What follows belongs to an exercise in optimizing a design on an open flow for small area and a short achievable clock period; a production flow would make more cautious choices.
Function was checked by simulation only, so behaviour that the tests miss may differ from the original.
The clock input has no modelled driver; a real chip could not lean on it and would need a root buffer or a full tree.
Power and IR drop assume default switching activity.

==> flow/design.v <==
package sa_pkg;
    localparam int SA_ROW   = 9;
    localparam int SA_WIDTH = 9;
    localparam int SA_DEPTH = 16;
    typedef enum logic [1:0] {
        IDLE  = 2'd0,
        PRE   = 2'd1,
        DATA  = 2'd2,
        FLUSH = 2'd3
    } state_t;
    function automatic int cnt_width(input int n);
        cnt_width = (n > 1) ? $clog2(n) : 1;
    endfunction
endpackage
module sync_fifo
#(
    parameter int WIDTH = sa_pkg::SA_WIDTH,
    parameter int DEPTH = sa_pkg::SA_DEPTH
) (
    input  logic             i_clk,
    input  logic             i_rst_n,
    input  logic             push,
    input  logic             pop,
    input  logic [WIDTH-1:0] wdata,
    output logic [WIDTH-1:0] rdata,
    output logic             empty,
    output logic             full,
    output logic             full_d
);
    localparam int CW = $clog2(DEPTH) + 1;
    logic [WIDTH-1:0] mem [DEPTH];
    logic [CW-1:0]    count_q;
    logic [WIDTH-1:0] rdata_q, rdata_d;
    logic             empty_q, full_q, empty_d, nempty_q;
    logic             pop_ok, one, almost;
    logic [DEPTH-1:0] rsel;
    assign pop_ok  = pop & ~empty_q;
    assign one     = (count_q == CW'(1));
    assign almost  = (count_q == CW'(DEPTH - 1));
    assign empty_d = ~push & (empty_q | (one & pop));
    assign full_d  = ~pop & (full_q | (almost & push));
    always_comb begin
        for (int e = 0; e < DEPTH; e++) rsel[e] = pop & (count_q == CW'(e + 1));
        rdata_d = rdata_q & {WIDTH{~pop_ok}};
        for (int e = 0; e < DEPTH; e++) rdata_d = rdata_d | (mem[e] & {WIDTH{rsel[e]}});
    end
    assign rdata = rdata_q;
    assign empty_q = ~nempty_q;
    assign empty = empty_q;
    assign full  = full_q;
    always_ff @(posedge i_clk or negedge i_rst_n) begin
        if (!i_rst_n) begin
            count_q <= '0;
            rdata_q <= '0;
            nempty_q <= 1'b0;
            full_q  <= 1'b0;
        end else begin
            nempty_q <= ~empty_d;
            full_q  <= full_d;
            rdata_q <= rdata_d;
            if (push != pop_ok) count_q <= push ? count_q + CW'(1) : count_q - CW'(1);
        end
    end
    always_ff @(posedge i_clk) begin
        if (push) begin
            mem[0] <= wdata;
            for (int e = 1; e < DEPTH; e++) mem[e] <= mem[e-1];
        end
    end
endmodule
module row_skew_fifo_bank
#(
    parameter int ROW   = sa_pkg::SA_ROW,
    parameter int WIDTH = sa_pkg::SA_WIDTH,
    parameter int DEPTH = sa_pkg::SA_DEPTH
) (
    input  logic                 i_clk,
    input  logic                 i_rst_n,
    input  logic                 i_valid,
    input  logic                 i_last,
    input  logic [ROW*WIDTH-1:0] i_data,
    output logic                 o_ready,
    input  logic [ROW-1:0]       i_read_enable,
    output logic [ROW-1:0]       o_fifo_empty,
    output logic [ROW*WIDTH-1:0] o_data,
    output logic                 o_busy
);
    sa_pkg::state_t             state_q, state_d;
    logic [ROW-1:0]             zmask_q, zmask_d;
    logic [ROW-1:0]             push, full, full_d, empty;
    logic [ROW-1:0][WIDTH-1:0]  wdata, rdata;
    logic                       stall_q, stall_d, ready_q, ready_d, busy_q, busy_d;
    logic                       data_q, last_step, accept;
    assign accept    = ready_q & i_valid;
    assign last_step = (state_q == sa_pkg::PRE) ? zmask_q[1] : ~zmask_q[1];
    assign data_q    = (state_q == sa_pkg::DATA);
    always_comb begin
        state_d = state_q;
        zmask_d = zmask_q;
        case (state_q)
            sa_pkg::IDLE: begin
                if (i_valid) begin
                    state_d = sa_pkg::PRE;
                    zmask_d = ROW'(1) << (ROW - 1);
                end
            end
            sa_pkg::PRE: begin
                if (!stall_q) begin
                    if (last_step) begin
                        state_d = sa_pkg::DATA;
                        zmask_d = '0;
                    end else begin
                        zmask_d = zmask_q | (zmask_q >> 1);
                    end
                end
            end
            sa_pkg::DATA: begin
                if (accept && i_last) begin
                    state_d = sa_pkg::FLUSH;
                    zmask_d = {1'b0, {(ROW-1){1'b1}}};
                end
            end
            sa_pkg::FLUSH: begin
                if (!stall_q) begin
                    if (last_step) begin
                        state_d = sa_pkg::IDLE;
                        zmask_d = '0;
                    end else begin
                        zmask_d = zmask_q & (zmask_q >> 1);
                    end
                end
            end
            default: begin
                state_d = sa_pkg::IDLE;
                zmask_d = '0;
            end
        endcase
    end
    always_comb begin
        for (int r = 0; r < ROW; r++) begin
            push[r]  = accept | (zmask_q[r] & ~stall_q);
            wdata[r] = i_data[r*WIDTH +: WIDTH] & {WIDTH{data_q}};
        end
    end
    assign stall_d = |full_d;
    assign ready_d = (state_d == sa_pkg::DATA) & ~stall_d;
    assign busy_d  = (state_d != sa_pkg::IDLE);
    always_ff @(posedge i_clk or negedge i_rst_n) begin
        if (!i_rst_n) begin
            state_q <= sa_pkg::IDLE;
            zmask_q <= '0;
            stall_q <= 1'b0;
            ready_q <= 1'b0;
            busy_q  <= 1'b0;
        end else begin
            state_q <= state_d;
            zmask_q <= zmask_d;
            stall_q <= stall_d;
            ready_q <= ready_d;
            busy_q  <= busy_d;
        end
    end
    for (genvar r = 0; r < ROW; r++) begin : g_row
        sync_fifo #(
            .WIDTH (WIDTH),
            .DEPTH (DEPTH)
        ) u_fifo (
            .i_clk   (i_clk),
            .i_rst_n (i_rst_n),
            .push    (push[r]),
            .pop     (i_read_enable[r]),
            .wdata   (wdata[r]),
            .rdata   (rdata[r]),
            .empty   (empty[r]),
            .full    (full[r]),
            .full_d  (full_d[r])
        );
    end
    assign o_ready      = ready_q;
    assign o_busy       = busy_q;
    assign o_fifo_empty = empty;
    assign o_data       = rdata;
endmodule
==> flow/config.mk <==
export PLATFORM = sky130hd
export DESIGN_NAME = row_skew_fifo_bank
export DESIGN_NICKNAME = row_skew_fifo_bank
export VERILOG_FILES = /design/flow/design.v
export SDC_FILE = /design/flow/constraint.sdc
export NUM_CORES = 4
export LEC_CHECK = 0
export CAP_MARGIN = 20
export CORE_MARGIN = 2
export CORE_UTILIZATION = 60
export SETUP_SLACK_MARGIN = 3.2
export SLEW_MARGIN = 20
export TNS_END_PERCENT = 5
==> flow/constraint.sdc <==
create_clock -name core_clock -period 5.5 [get_ports {i_clk}]
set_input_delay 1.1000 -clock core_clock [delete_from_list [all_inputs] [get_ports {i_clk}]]
set_output_delay 1.1000 -clock core_clock [all_outputs]
set_load 0.01 [all_outputs]
standard.sh (not shown) runs the stock make flow with config.mk's settings and CLKGATE_MAP_FILE= SYNTH_SCRIPT=/design/flow/synth_recipe.tcl, a recipe that flattens the netlist after the stock synthesis.
==> flow/flow/run.sh <==
#!/bin/bash
set -e
HERE=$(cd "$(dirname "$0")" && pwd)
export CTS_ARGS="-sink_clustering_enable -repair_clock_nets -dont_use_dummy_load -sink_clustering_size 25 -sink_clustering_max_diameter 100"
export BUFFER_PORTS_ARGS="-buffer_cell sky130_fd_sc_hd__buf_2"
export POST_CTS_TCL="$HERE/post_cts.tcl"
bash standard.sh > standard.log 2>&1
==> flow/flow/post_cts.tcl <==
set block [ord::get_db_block]
set root [$block findInst clkbuf_0_i_clk]
proc pc_center { inst } {
  set b [$inst getBBox]
  return [list [expr {([$b xMin] + [$b xMax]) / 2}] [expr {([$b yMin] + [$b yMax]) / 2}]]
}
if { $root != "NULL" } {
  set in_net [[$root findITerm A] getNet]
  set out_net [[$root findITerm X] getNet]
  set loads {}
  foreach it [$out_net getITerms] {
    if { [$it getInst] != $root } { lappend loads $it }
  }
  set ok 1
  foreach it $loads {
    set m [[$it getInst] getMaster]
    if { ![string match "sky130_fd_sc_hd__clkbuf_*" [$m getName]] || [$it getMTerm] != [$m findMTerm A] } { set ok 0 }
  }
  if { $ok && [llength $loads] <= 8 && [llength [$out_net getBTerms]] == 0 } {
    while { [llength $loads] > 4 } {
      set best {}
      set bestd -1
      for {set i 0} {$i < [llength $loads]} {incr i} {
        for {set j [expr {$i + 1}]} {$j < [llength $loads]} {incr j} {
          lassign [pc_center [[lindex $loads $i] getInst]] x1 y1
          lassign [pc_center [[lindex $loads $j] getInst]] x2 y2
          set d [expr {abs($x1 - $x2) + abs($y1 - $y2)}]
          if { $bestd < 0 || $d < $bestd } { set bestd $d; set best [list $i $j] }
        }
      }
      lassign $best i j
      set keep [[lindex $loads $i] getInst]
      set drop [[lindex $loads $j] getInst]
      set keep_net [[$keep findITerm X] getNet]
      set drop_net [[$drop findITerm X] getNet]
      puts "post_cts: merging [$drop getName] into [$keep getName]"
      foreach it [$drop_net getITerms] {
        if { [$it getInst] != $drop } { $it disconnect; $it connect $keep_net }
      }
      [$drop findITerm A] disconnect
      odb::dbInst_destroy $drop
      odb::dbNet_destroy $drop_net
      set loads [lreplace $loads $j $j]
    }
    puts "post_cts: removing root clock buffer, [llength $loads] loads move to [$in_net getName]"
    foreach it $loads {
      $it disconnect
      $it connect $in_net
    }
    odb::dbInst_destroy $root
    odb::dbNet_destroy $out_net
    estimate_parasitics -placement
    repair_timing_helper -setup
    detailed_placement
    check_placement -verbose
  } else {
    puts "post_cts: root clock buffer kept, [llength $loads] loads"
  }
}
Edit:
--- a/flow/config.mk
+++ b/flow/config.mk
@@ -7,7 +7,7 @@
 export LEC_CHECK = 0
-export CAP_MARGIN = 20
+export CAP_MARGIN = 10
 export CORE_MARGIN = 2
 export CORE_UTILIZATION = 60
-export SETUP_SLACK_MARGIN = 3.2
-export SLEW_MARGIN = 20
+export SETUP_SLACK_MARGIN = 3.25
+export SLEW_MARGIN = 10
 export TNS_END_PERCENT = 5
Routed wire length came out higher by 0.98%; worst setup slack is better by 0.16 ns; hold slack is better by 0.012 ns; design area increases by 1.1%; die area is unchanged; first-iteration DRC count climbs by 1.0%.
Edit:
--- a/flow/config.mk
+++ b/flow/config.mk
@@ -7,7 +7,7 @@
 export LEC_CHECK = 0
-export CAP_MARGIN = 10
+export CAP_MARGIN = 20
 export CORE_MARGIN = 2
-export CORE_UTILIZATION = 60
+export CORE_UTILIZATION = 70
 export SETUP_SLACK_MARGIN = 3.25
-export SLEW_MARGIN = 10
+export SLEW_MARGIN = 20
 export TNS_END_PERCENT = 5
The changed run produced a clean layout.
Critical path depth is unchanged.
Non-clock buffer count rises by 4.
Routed wire length fell by 3.0%.
Edit:
--- a/flow/config.mk
+++ b/flow/config.mk
@@ -9,3 +9,3 @@
 export CORE_MARGIN = 2
-export CORE_UTILIZATION = 70
+export CORE_UTILIZATION = 60
 export SETUP_SLACK_MARGIN = 3.25
Effect: First-iteration DRC count rose slightly; fmax goes up slightly; setup slack improved by 0.036 ns; non-clock buffer count went down by 11; routed wire length came out higher by a few percent; power stays flat; die area went up by about a fifth; utilization came out lower by 11 points; clock skew came out higher by 0.0097 ns.
Edit:
==> flow/flow/post_cts.tcl (replaced) <==
set block [ord::get_db_block]
set root [$block findInst clkbuf_0_i_clk]
if { $root != "NULL" } {
  set in_net [[$root findITerm A] getNet]
  set out_net [[$root findITerm X] getNet]
  set loads {}
  foreach it [$out_net getITerms] {
    if { [$it getInst] != $root } { lappend loads $it }
  }
  if { [llength $loads] <= 4 && [llength [$out_net getBTerms]] == 0 } {
    puts "post_cts: removing root clock buffer, [llength $loads] loads move to [$in_net getName]"
    foreach it $loads {
      $it disconnect
      $it connect $in_net
    }
    odb::dbInst_destroy $root
    odb::dbNet_destroy $out_net
    estimate_parasitics -placement
    repair_timing_helper -setup
    detailed_placement
    check_placement -verbose
  } else {
    puts "post_cts: root clock buffer kept, [llength $loads] loads"
  }
}
--- a/flow/config.mk
+++ b/flow/config.mk
@@ -10,4 +10,3 @@
 export CORE_UTILIZATION = 60
-export SETUP_SLACK_MARGIN = 3.25
+export SETUP_SLACK_MARGIN = 3.35
 export SLEW_MARGIN = 20
-export TNS_END_PERCENT = 5
Effect: Critical path depth falls by 4; area after synthesis stays the same; clock skew is about the same; die area is unchanged; hold slack improves by 0.013 ns; sequential share of layout area goes down by 2.2 points; core utilization increases by 2.2 points; global-route usage rose by 0.58 points; power went up by about 3.5%; sequential power stays flat.
Edit:
--- a/flow/flow/post_cts.tcl
+++ b/flow/flow/post_cts.tcl
@@ -2,2 +2,6 @@
 set root [$block findInst clkbuf_0_i_clk]
+proc pc_center { inst } {
+  set b [$inst getBBox]
+  return [list [expr {([$b xMin] + [$b xMax]) / 2}] [expr {([$b yMin] + [$b yMax]) / 2}]]
+}
 if { $root != "NULL" } {
@@ -9,3 +13,33 @@
   }
-  if { [llength $loads] <= 4 && [llength [$out_net getBTerms]] == 0 } {
+  set ok 1
+  foreach it $loads {
+    set m [[$it getInst] getMaster]
+    if { ![string match "sky130_fd_sc_hd__clkbuf_*" [$m getName]] || [$it getMTerm] != [$m findMTerm A] } { set ok 0 }
+  }
+  if { $ok && [llength $loads] <= 8 && [llength [$out_net getBTerms]] == 0 } {
+    while { [llength $loads] > 4 } {
+      set best {}
+      set bestd -1
+      for {set i 0} {$i < [llength $loads]} {incr i} {
+        for {set j [expr {$i + 1}]} {$j < [llength $loads]} {incr j} {
+          lassign [pc_center [[lindex $loads $i] getInst]] x1 y1
+          lassign [pc_center [[lindex $loads $j] getInst]] x2 y2
+          set d [expr {abs($x1 - $x2) + abs($y1 - $y2)}]
+          if { $bestd < 0 || $d < $bestd } { set bestd $d; set best [list $i $j] }
+        }
+      }
+      lassign $best i j
+      set keep [[lindex $loads $i] getInst]
+      set drop [[lindex $loads $j] getInst]
+      set keep_net [[$keep findITerm X] getNet]
+      set drop_net [[$drop findITerm X] getNet]
+      puts "post_cts: merging [$drop getName] into [$keep getName]"
+      foreach it [$drop_net getITerms] {
+        if { [$it getInst] != $drop } { $it disconnect; $it connect $keep_net }
+      }
+      [$drop findITerm A] disconnect
+      odb::dbInst_destroy $drop
+      odb::dbNet_destroy $drop_net
+      set loads [lreplace $loads $j $j]
+    }
     puts "post_cts: removing root clock buffer, [llength $loads] loads move to [$in_net getName]"
--- a/flow/config.mk
+++ b/flow/config.mk
@@ -10,3 +10,3 @@
 export CORE_UTILIZATION = 60
-export SETUP_SLACK_MARGIN = 3.35
+export SETUP_SLACK_MARGIN = 3.45
 export SLEW_MARGIN = 20
=>
- The changed run completed without violations
- design area grows by a few percent
- worst setup slack gets better by 0.075 ns
- non-clock buffer count went up by 188
- core utilization rose by 4.2 points

[afterwards: timing with drivers on the ports]
In the flow no input, the clock included, has a driving cell. The finished layouts below were timed again as built, in two steps. Step 1 sets driving cells, clkbuf_16 on the clock port and buf_2 on the other inputs (assumed; they add their load-dependent delay and slew). Step 2 times the ports against the registers' clock, not the clock port: input delays grow and output delays shrink by t, the midpoint of the rising clock arrivals with the driver on. a / b / c = ideal ports / drivers / drivers and shift; a / b = the first two.
run	shift t [ns]	setup slack, ns	hold slack, ns
the first run	0.627	3.001 / 3.007 / 2.436	0.395 / 0.395 / 0.395
the second run	0.633	3.157 / 3.041 / 2.608	0.408 / 0.408 / 0.408
the third run	0.605	3.139 / 3.068 / 2.569	0.408 / 0.408 / 0.408
the fourth run	0.625	3.174 / 3.060 / 2.607	0.396 / 0.396 / 0.396
the fifth run	0.719	3.099 / 3.029 / 2.479	0.409 / 0.409 / 0.409
the sixth run	0.640	3.174 / 3.099 / 2.609	0.411 / 0.411 / 0.411
After both steps every run listed still meets setup and hold. The setup slack of the fifth run, which loses most, moves by -0.070 ns with the drivers and by -0.620 ns with both steps.
